This design comes from an exercise in tuning for small area and a short achievable clock period on the open sky130 flow, not from production work. RTL that was checked went through simulation tests only; none was proved equivalent to the original. Power figures rest on the tool's default switching activity, not on a simulated workload.

==> v13 <==
## fifo_net_top
module fifo_net_top #(
    parameter logic [7:0] DEVICE_ID     = 8'd0,
    parameter logic [7:0] VERSION_MAJOR = 8'd0,
    parameter logic [7:0] VERSION_MINOR = 8'd0,
    parameter int         FIFO_DEPTH    = 16
) (
    input  wire         clk,
    input  wire         rst,
    input  wire  [63:0] i_rx_data,
    input  wire         i_rx_valid,
    output logic [31:0] o_tlp_data,
    output logic        o_tlp_last,
    output logic        o_tlp_valid,
    input  wire  [31:0] i_tlp_in_data,
    input  wire         i_tlp_in_last,
    input  wire         i_tlp_in_valid,
    output logic        o_tlp_in_ready,
    output logic [31:0] o_tx_data,
    output logic [1:0]  o_tx_ctx,
    output logic        o_tx_valid,
    input  wire         i_tx_ready,
    output logic [15:0] o_subsys_vend_id,
    output logic [15:0] o_vend_id,
    output logic [15:0] o_dev_id,
    output logic [7:0]  o_rev_id
);
export LEC_CHECK = 0
export CAP_MARGIN = 20
export CORE_MARGIN = 2
export CORE_UTILIZATION = 40
export SETUP_SLACK_MARGIN = 4.0
export SLEW_MARGIN = 20
create_clock -name core_clock -period 7.0 [get_ports {clk}]
run.sh (not shown) runs the stock make flow with config.mk's settings and CLKGATE_MAP_FILE= SYNTH_SCRIPT=/design/flow/synth_recipe.tcl, a recipe that flattens the netlist after the stock synthesis.
==> v33: changes against v13 <==
--- a/flow/design.v
+++ b/flow/design.v
@@ -41,187 +41,65 @@
     localparam int CMD_ADDR_LSB  = 16;       
     localparam int ADDR_RW_BIT   = 15;       
     localparam int ADDR_NOWR_BIT = 14;       
 endpackage
 `default_nettype wire
 `default_nettype none
 module sync_fifo #(
-    parameter int WIDTH = 34,
-    parameter int DEPTH = 16
+    parameter int WIDTH     = 34,
+    parameter int DEPTH     = 16,
+    parameter int AFULL     = 14,
+    parameter bit NEVER_FULL = 1'b0      
 ) (
     input  wire              clk,
     input  wire              rst,
     input  wire              i_wr_en,       
     input  wire [WIDTH-1:0]  i_din,
+    output logic             o_afull,       
     output logic [WIDTH-1:0] out_data,
     output logic             out_valid,
     input  wire              out_pop        
 );
     localparam int PW = $clog2(DEPTH);
     localparam int CW = $clog2(DEPTH + 1);
     logic [WIDTH-1:0] mem [DEPTH];
     logic [PW-1:0]    wr_ptr;       
-    logic [DEPTH-1:0] rd_oh;
+    logic [PW-1:0]    rd_ptr;
     logic [CW-1:0]    total;        
     logic [CW-1:0]    remain;       
     logic             space;        
     logic             push;
     assign remain = total - {{(CW-1){1'b0}}, out_pop};
-    assign space  = (total != DEPTH) | out_pop;
+    assign space  = NEVER_FULL ? 1'b1 : ((total != DEPTH) | out_pop);
     assign push   = i_wr_en & space;
-    always_comb
-    begin
-        out_data = '0;
-        for (int i = 0; i < DEPTH; i++)
-            out_data = out_data | (mem[i] & {WIDTH{rd_oh[i]}});
-    end
+    assign out_data = mem[rd_ptr];
     always_ff @(posedge clk)
     begin
         if (space)
             mem[wr_ptr] <= i_din;
     end
     always_ff @(posedge clk)
     begin
         if (rst)
         begin
             wr_ptr    <= '0;
-            rd_oh     <= {{(DEPTH-1){1'b0}}, 1'b1};
+            rd_ptr    <= '0;
             total     <= '0;
             out_valid <= 1'b0;
+            o_afull   <= 1'b0;
         end
         else
         begin
             if (push)
                 wr_ptr <= wr_ptr + 1'b1;
             if (out_pop)
-                rd_oh <= {rd_oh[DEPTH-2:0], rd_oh[DEPTH-1]};
+                rd_ptr <= rd_ptr + 1'b1;
             total     <= remain + {{(CW-1){1'b0}}, push};
             out_valid <= (remain != '0);
-        end
-    end
-endmodule
-module resp_fifo #(
-    parameter int WIDTH = 32,
-    parameter int DEPTH = 16,
-    parameter int AFULL = 14
-) (
-    input  wire              clk,
-    input  wire              rst,
-    input  wire              i_push,
-    input  wire [WIDTH-1:0]  i_din,
-    output logic             o_afull,       
-    output logic [WIDTH-1:0] out_data,
-    output logic             out_valid,
-    input  wire              out_pop
-);
-    localparam int PW = $clog2(DEPTH);
-    localparam int CW = $clog2(DEPTH + 1);
-    logic [WIDTH-1:0] mem [DEPTH];
-    logic [PW-1:0]    wr_ptr;
-    logic [DEPTH-1:0] rd_oh;
-    logic [CW-1:0]    count;
-    logic [CW-1:0]    cnt_nopop;
-    logic [CW-1:0]    cnt_pop;
-    assign cnt_nopop = count + {{(CW-1){1'b0}}, i_push};
-    assign cnt_pop   = cnt_nopop - 1'b1;
-    always_comb
-    begin
-        out_data = '0;
-        for (int i = 0; i < DEPTH; i++)
-            out_data = out_data | (mem[i] & {WIDTH{rd_oh[i]}});
-    end
-    always_ff @(posedge clk)
-    begin
-        mem[wr_ptr] <= i_din;
-    end
-    always_ff @(posedge clk)
-    begin
-        if (rst)
-        begin
-            wr_ptr    <= '0;
-            rd_oh     <= {{(DEPTH-1){1'b0}}, 1'b1};
-            count     <= '0;
-            out_valid <= 1'b0;
-            o_afull   <= 1'b0;
-        end
-        else
-        begin
-            if (i_push)
-                wr_ptr <= wr_ptr + 1'b1;
-            if (out_pop)
-                rd_oh <= {rd_oh[DEPTH-2:0], rd_oh[DEPTH-1]};
-            count     <= out_pop ? cnt_pop : cnt_nopop;
-            out_valid <= out_pop ? (cnt_pop != '0) : (cnt_nopop != '0);
-            o_afull   <= out_pop ? (cnt_pop >= AFULL) : (cnt_nopop >= AFULL);
-        end
-    end
-endmodule
-module cmd_fifo #(
-    parameter int WIDTH = 50,
-    parameter int DEPTH = 16
-) (
-    input  wire              clk,
-    input  wire              rst,
-    input  wire              i_wr_en,       
-    input  wire [WIDTH-1:0]  i_din,
-    output logic [WIDTH-1:0] out_data,
-    output logic             out_valid,
-    input  wire              out_pop
-);
-    localparam int SLOTS = DEPTH - 1;
-    localparam int PW    = $clog2(SLOTS);
-    logic [WIDTH-1:0] mem [SLOTS];
-    logic [PW-1:0]    wr_ptr;
-    logic [SLOTS-1:0] rd_oh;
-    logic [PW-1:0]    n_slots;      
-    logic             slots_nz;
-    logic             space;
-    logic             push;
-    logic             hload;
-    logic [WIDTH-1:0] rd_data;
-    assign hload = (~out_valid | out_pop) & slots_nz;
-    assign space = (n_slots != PW'(SLOTS)) | out_pop;
-    assign push  = i_wr_en & space;
-    always_comb
-    begin
-        rd_data = '0;
-        for (int i = 0; i < SLOTS; i++)
-            rd_data = rd_data | (mem[i] & {WIDTH{rd_oh[i]}});
-    end
-    always_ff @(posedge clk)
-    begin
-        if (space)
-            mem[wr_ptr] <= i_din;
-    end
-    always_ff @(posedge clk)
-    begin
-        if (hload)
-            out_data <= rd_data;
-    end
-    logic [PW-1:0] n_next;
-    assign n_next = n_slots - PW'(hload) + PW'(push);
-    always_ff @(posedge clk)
-    begin
-        if (rst)
-        begin
-            wr_ptr    <= '0;
-            rd_oh     <= {{(SLOTS-1){1'b0}}, 1'b1};
-            n_slots   <= '0;
-            slots_nz  <= 1'b0;
-            out_valid <= 1'b0;
-        end
-        else
-        begin
-            if (push)
-                wr_ptr <= (wr_ptr == PW'(SLOTS - 1)) ? '0 : wr_ptr + 1'b1;
-            if (hload)
-                rd_oh <= {rd_oh[SLOTS-2:0], rd_oh[SLOTS-1]};
-            n_slots   <= n_next;
-            slots_nz  <= (n_next != '0);
-            out_valid <= hload | (out_valid & ~out_pop);
+            o_afull   <= (remain >= AFULL);
         end
     end
 endmodule
 `default_nettype wire
 `default_nettype none
 module rx_router (
     input  wire                           clk,
@@ -285,19 +163,20 @@
     logic         rw_in;               
     logic         ro_in;               
     logic [7:0]   rw_b  [16];
     logic [7:0]   ro_b  [33];          
     logic [63:0]  uptime;
     logic [7:0]   rd_lo, rd_hi;
     assign cmd_din = {i_rx_data[13:12], i_rx_data[31:16], i_rx_data[63:32]};
-    cmd_fifo #(.WIDTH(50), .DEPTH(FIFO_DEPTH)) u_cmd_fifo (
+    sync_fifo #(.WIDTH(50), .DEPTH(FIFO_DEPTH)) u_cmd_fifo (
         .clk       (clk),
         .rst       (rst),
         .i_wr_en   (i_cmd_hit),
         .i_din     (cmd_din),
+        .o_afull   (),
         .out_data  (cmd),
         .out_valid (cmd_valid),
         .out_pop   (pop)
     );
     assign pop    = cmd_valid & ~resp_afull;
     assign addr   = cmd[47:32];
     assign val_lo = cmd[31:24];
@@ -384,33 +263,19 @@
     always_ff @(posedge clk)
     begin
         if (rst)
             uptime <= '0;
         else
             uptime <= ((uptime + 1'b1) & ~up_mask) | (up_val & up_mask);
     end
-    logic        resp_push;
-    logic [31:0] resp_word;
-    always_ff @(posedge clk)
-    begin
-        if (rst)
-            resp_push <= 1'b0;
-        else
-            resp_push <= is_read;
-    end
-    always_ff @(posedge clk)
-    begin
-        if (is_read)
-            resp_word <= {addr, rd_lo, rd_hi};
-    end
-    resp_fifo #(.WIDTH(32), .DEPTH(FIFO_DEPTH), .AFULL(FIFO_DEPTH - 2)) u_resp_fifo (
+    sync_fifo #(.WIDTH(32), .DEPTH(FIFO_DEPTH), .AFULL(FIFO_DEPTH - 2), .NEVER_FULL(1'b1)) u_resp_fifo (
         .clk       (clk),
         .rst       (rst),
-        .i_push    (resp_push),
-        .i_din     (resp_word),
+        .i_wr_en   (is_read),
+        .i_din     ({addr, rd_lo, rd_hi}),
         .o_afull   (resp_afull),
         .out_data  (resp_data),
         .out_valid (resp_valid),
         .out_pop   (resp_pop)
     );
     assign o_subsys_vend_id = {rw_b[9],  rw_b[8]};
     assign o_vend_id        = {rw_b[11], rw_b[10]};
@@ -520,14 +385,15 @@
         .o_cmd_hit   (cmd_hit)
     );
     sync_fifo #(.WIDTH(34), .DEPTH(FIFO_DEPTH)) u_loop_fifo (
         .clk       (clk),
         .rst       (rst),
         .i_wr_en   (loop_hit),
         .i_din     ({i_rx_data[11:10], i_rx_data[63:32]}),
+        .o_afull   (),
         .out_data  (loop_word),
         .out_valid (loop_valid),
         .out_pop   (loop_pop)
     );
     cmd_regfile #(
         .DEVICE_ID     (DEVICE_ID),
         .VERSION_MAJOR (VERSION_MAJOR),
Settings changed: SETUP_SLACK_MARGIN 4.0 to default.
==> v37: changes against v13 <==
--- a/flow/design.v
+++ b/flow/design.v
@@ -41,36 +41,39 @@
     localparam int CMD_ADDR_LSB  = 16;       
     localparam int ADDR_RW_BIT   = 15;       
     localparam int ADDR_NOWR_BIT = 14;       
 endpackage
 `default_nettype wire
 `default_nettype none
 module sync_fifo #(
-    parameter int WIDTH = 34,
-    parameter int DEPTH = 16
+    parameter int WIDTH      = 34,
+    parameter int DEPTH      = 16,
+    parameter int AFULL      = 14,
+    parameter bit NEVER_FULL = 1'b0      
 ) (
     input  wire              clk,
     input  wire              rst,
     input  wire              i_wr_en,       
     input  wire [WIDTH-1:0]  i_din,
+    output logic             o_afull,       
     output logic [WIDTH-1:0] out_data,
     output logic             out_valid,
     input  wire              out_pop        
 );
     localparam int PW = $clog2(DEPTH);
     localparam int CW = $clog2(DEPTH + 1);
     logic [WIDTH-1:0] mem [DEPTH];
     logic [PW-1:0]    wr_ptr;       
     logic [DEPTH-1:0] rd_oh;
     logic [CW-1:0]    total;        
     logic [CW-1:0]    remain;       
     logic             space;        
     logic             push;
     assign remain = total - {{(CW-1){1'b0}}, out_pop};
-    assign space  = (total != DEPTH) | out_pop;
+    assign space  = NEVER_FULL ? 1'b1 : ((total != DEPTH) | out_pop);
     assign push   = i_wr_en & space;
     always_comb
     begin
         out_data = '0;
         for (int i = 0; i < DEPTH; i++)
             out_data = out_data | (mem[i] & {WIDTH{rd_oh[i]}});
     end
@@ -83,79 +86,25 @@
     begin
         if (rst)
         begin
             wr_ptr    <= '0;
             rd_oh     <= {{(DEPTH-1){1'b0}}, 1'b1};
             total     <= '0;
             out_valid <= 1'b0;
+            o_afull   <= 1'b0;
         end
         else
         begin
             if (push)
                 wr_ptr <= wr_ptr + 1'b1;
             if (out_pop)
                 rd_oh <= {rd_oh[DEPTH-2:0], rd_oh[DEPTH-1]};
             total     <= remain + {{(CW-1){1'b0}}, push};
             out_valid <= (remain != '0);
-        end
-    end
-endmodule
-module resp_fifo #(
-    parameter int WIDTH = 32,
-    parameter int DEPTH = 16,
-    parameter int AFULL = 14
-) (
-    input  wire              clk,
-    input  wire              rst,
-    input  wire              i_push,
-    input  wire [WIDTH-1:0]  i_din,
-    output logic             o_afull,       
-    output logic [WIDTH-1:0] out_data,
-    output logic             out_valid,
-    input  wire              out_pop
-);
-    localparam int PW = $clog2(DEPTH);
-    localparam int CW = $clog2(DEPTH + 1);
-    logic [WIDTH-1:0] mem [DEPTH];
-    logic [PW-1:0]    wr_ptr;
-    logic [DEPTH-1:0] rd_oh;
-    logic [CW-1:0]    count;
-    logic [CW-1:0]    cnt_nopop;
-    logic [CW-1:0]    cnt_pop;
-    assign cnt_nopop = count + {{(CW-1){1'b0}}, i_push};
-    assign cnt_pop   = cnt_nopop - 1'b1;
-    always_comb
-    begin
-        out_data = '0;
-        for (int i = 0; i < DEPTH; i++)
-            out_data = out_data | (mem[i] & {WIDTH{rd_oh[i]}});
-    end
-    always_ff @(posedge clk)
-    begin
-        mem[wr_ptr] <= i_din;
-    end
-    always_ff @(posedge clk)
-    begin
-        if (rst)
-        begin
-            wr_ptr    <= '0;
-            rd_oh     <= {{(DEPTH-1){1'b0}}, 1'b1};
-            count     <= '0;
-            out_valid <= 1'b0;
-            o_afull   <= 1'b0;
-        end
-        else
-        begin
-            if (i_push)
-                wr_ptr <= wr_ptr + 1'b1;
-            if (out_pop)
-                rd_oh <= {rd_oh[DEPTH-2:0], rd_oh[DEPTH-1]};
-            count     <= out_pop ? cnt_pop : cnt_nopop;
-            out_valid <= out_pop ? (cnt_pop != '0) : (cnt_nopop != '0);
-            o_afull   <= out_pop ? (cnt_pop >= AFULL) : (cnt_nopop >= AFULL);
+            o_afull   <= (remain >= AFULL);
         end
     end
 endmodule
 module cmd_fifo #(
     parameter int WIDTH = 50,
     parameter int DEPTH = 16
 ) (
@@ -384,33 +333,19 @@
     always_ff @(posedge clk)
     begin
         if (rst)
             uptime <= '0;
         else
             uptime <= ((uptime + 1'b1) & ~up_mask) | (up_val & up_mask);
     end
-    logic        resp_push;
-    logic [31:0] resp_word;
-    always_ff @(posedge clk)
-    begin
-        if (rst)
-            resp_push <= 1'b0;
-        else
-            resp_push <= is_read;
-    end
-    always_ff @(posedge clk)
-    begin
-        if (is_read)
-            resp_word <= {addr, rd_lo, rd_hi};
-    end
-    resp_fifo #(.WIDTH(32), .DEPTH(FIFO_DEPTH), .AFULL(FIFO_DEPTH - 2)) u_resp_fifo (
+    sync_fifo #(.WIDTH(32), .DEPTH(FIFO_DEPTH), .AFULL(FIFO_DEPTH - 2), .NEVER_FULL(1'b1)) u_resp_fifo (
         .clk       (clk),
         .rst       (rst),
-        .i_push    (resp_push),
-        .i_din     (resp_word),
+        .i_wr_en   (is_read),
+        .i_din     ({addr, rd_lo, rd_hi}),
         .o_afull   (resp_afull),
         .out_data  (resp_data),
         .out_valid (resp_valid),
         .out_pop   (resp_pop)
     );
     assign o_subsys_vend_id = {rw_b[9],  rw_b[8]};
     assign o_vend_id        = {rw_b[11], rw_b[10]};
@@ -520,14 +455,15 @@
         .o_cmd_hit   (cmd_hit)
     );
     sync_fifo #(.WIDTH(34), .DEPTH(FIFO_DEPTH)) u_loop_fifo (
         .clk       (clk),
         .rst       (rst),
         .i_wr_en   (loop_hit),
         .i_din     ({i_rx_data[11:10], i_rx_data[63:32]}),
+        .o_afull   (),
         .out_data  (loop_word),
         .out_valid (loop_valid),
         .out_pop   (loop_pop)
     );
     cmd_regfile #(
         .DEVICE_ID     (DEVICE_ID),
         .VERSION_MAJOR (VERSION_MAJOR),
Settings changed: CTS_CLUSTER_DIAMETER from default to 100, CTS_CLUSTER_SIZE from default to 25.
==> summary of the runs <==
The lowest sequential share of layout area belongs to v33, the highest to v37. Of v13 and v33, v13 has the higher synthesized cell count (gap about 10%, measured against v33). Between v13 and v33, the lower count of clock-buffer cells in the layout is in v13 (gap 15). Between v13 and v33, the lower fmax is in v33 (gap 79%, measured against v33). Between v33 and v37, the lower worst setup slack is in v33 (gap 2.6 ns). The highest final area belongs to v33, the lowest to v37. Clock power: v37 is smaller than v13 (40%).
==> figures <==
metric	v33	v37	v13
Total detailed-routing wirelength	286 mm	306 mm	294 mm
Proportion of power drawn by flip-flops and latches	41.0%	51.5%	46.7%
Clock latency reported for the late side of the worst-skew pair	0.87 ns	0.82 ns	0.88 ns
Portion of synthesized cell area occupied by the leading cell type	62.4%	65.6%	65.9%
Status	complete, no violations	complete, no violations	complete, no violations
Final worst path period share	84.1%	46.5%	46.9%
Area of combinational cells with multiple inputs	27,000 sq um	22,800 sq um	22,700 sq um
Complex-gate fraction of the synthesized area	6.95%	15.4%	14.8%
Length of routed met2 wiring	133 mm	141 mm	137 mm
Detail Route met3 WL	24.2 mm	29.4 mm	28.1 mm
Fraction of final layout cells sized beyond drive strength 1	22.9%	13.2%	15.0%
Critical Path AT	6.39 ns	1.86 ns	1.88 ns
P_sw	11.6 mW	9.78 mW	10.1 mW
Critical Path Stages	9	4	5
Summed instance area of the synthesized netlist	91,000 sq um	86,500 sq um	87,600 sq um
Layout multi-input combinational cell count	2,733	3,178	3,124
No functional check of the RTL was part of v33.

static timing again, ports no longer ideal:
In the flow no input, the clock included, has a driving cell. The finished layouts below were timed again as built, in two steps. Step 1, drivers: a clkbuf_16 drives clk and a buf_2 each remaining input, both assumed. Step 2, shift: input delay + t, output delay - t, t = (earliest + latest rising clock arrival at the registers) / 2. This alone moves slack from input paths to output paths. Slacks: ideal / step 1 / step 2; pairs: ideal / step 1.
run	shift t [ns]	setup WS [ns]	latest minus earliest clock arrival (ns)
v13	0.941	3.718 / 3.666 / 2.876	0.071 / 0.072
v33	0.939	1.110 / 1.110 / 1.110	0.061 / 0.061
v37	0.884	3.744 / 3.704 / 3.053	0.063 / 0.064
After both steps setup and hold are still met in every run listed. For v13, which loses most, drivers alone change the setup slack by -0.052 ns; drivers and shift together by -0.842 ns.
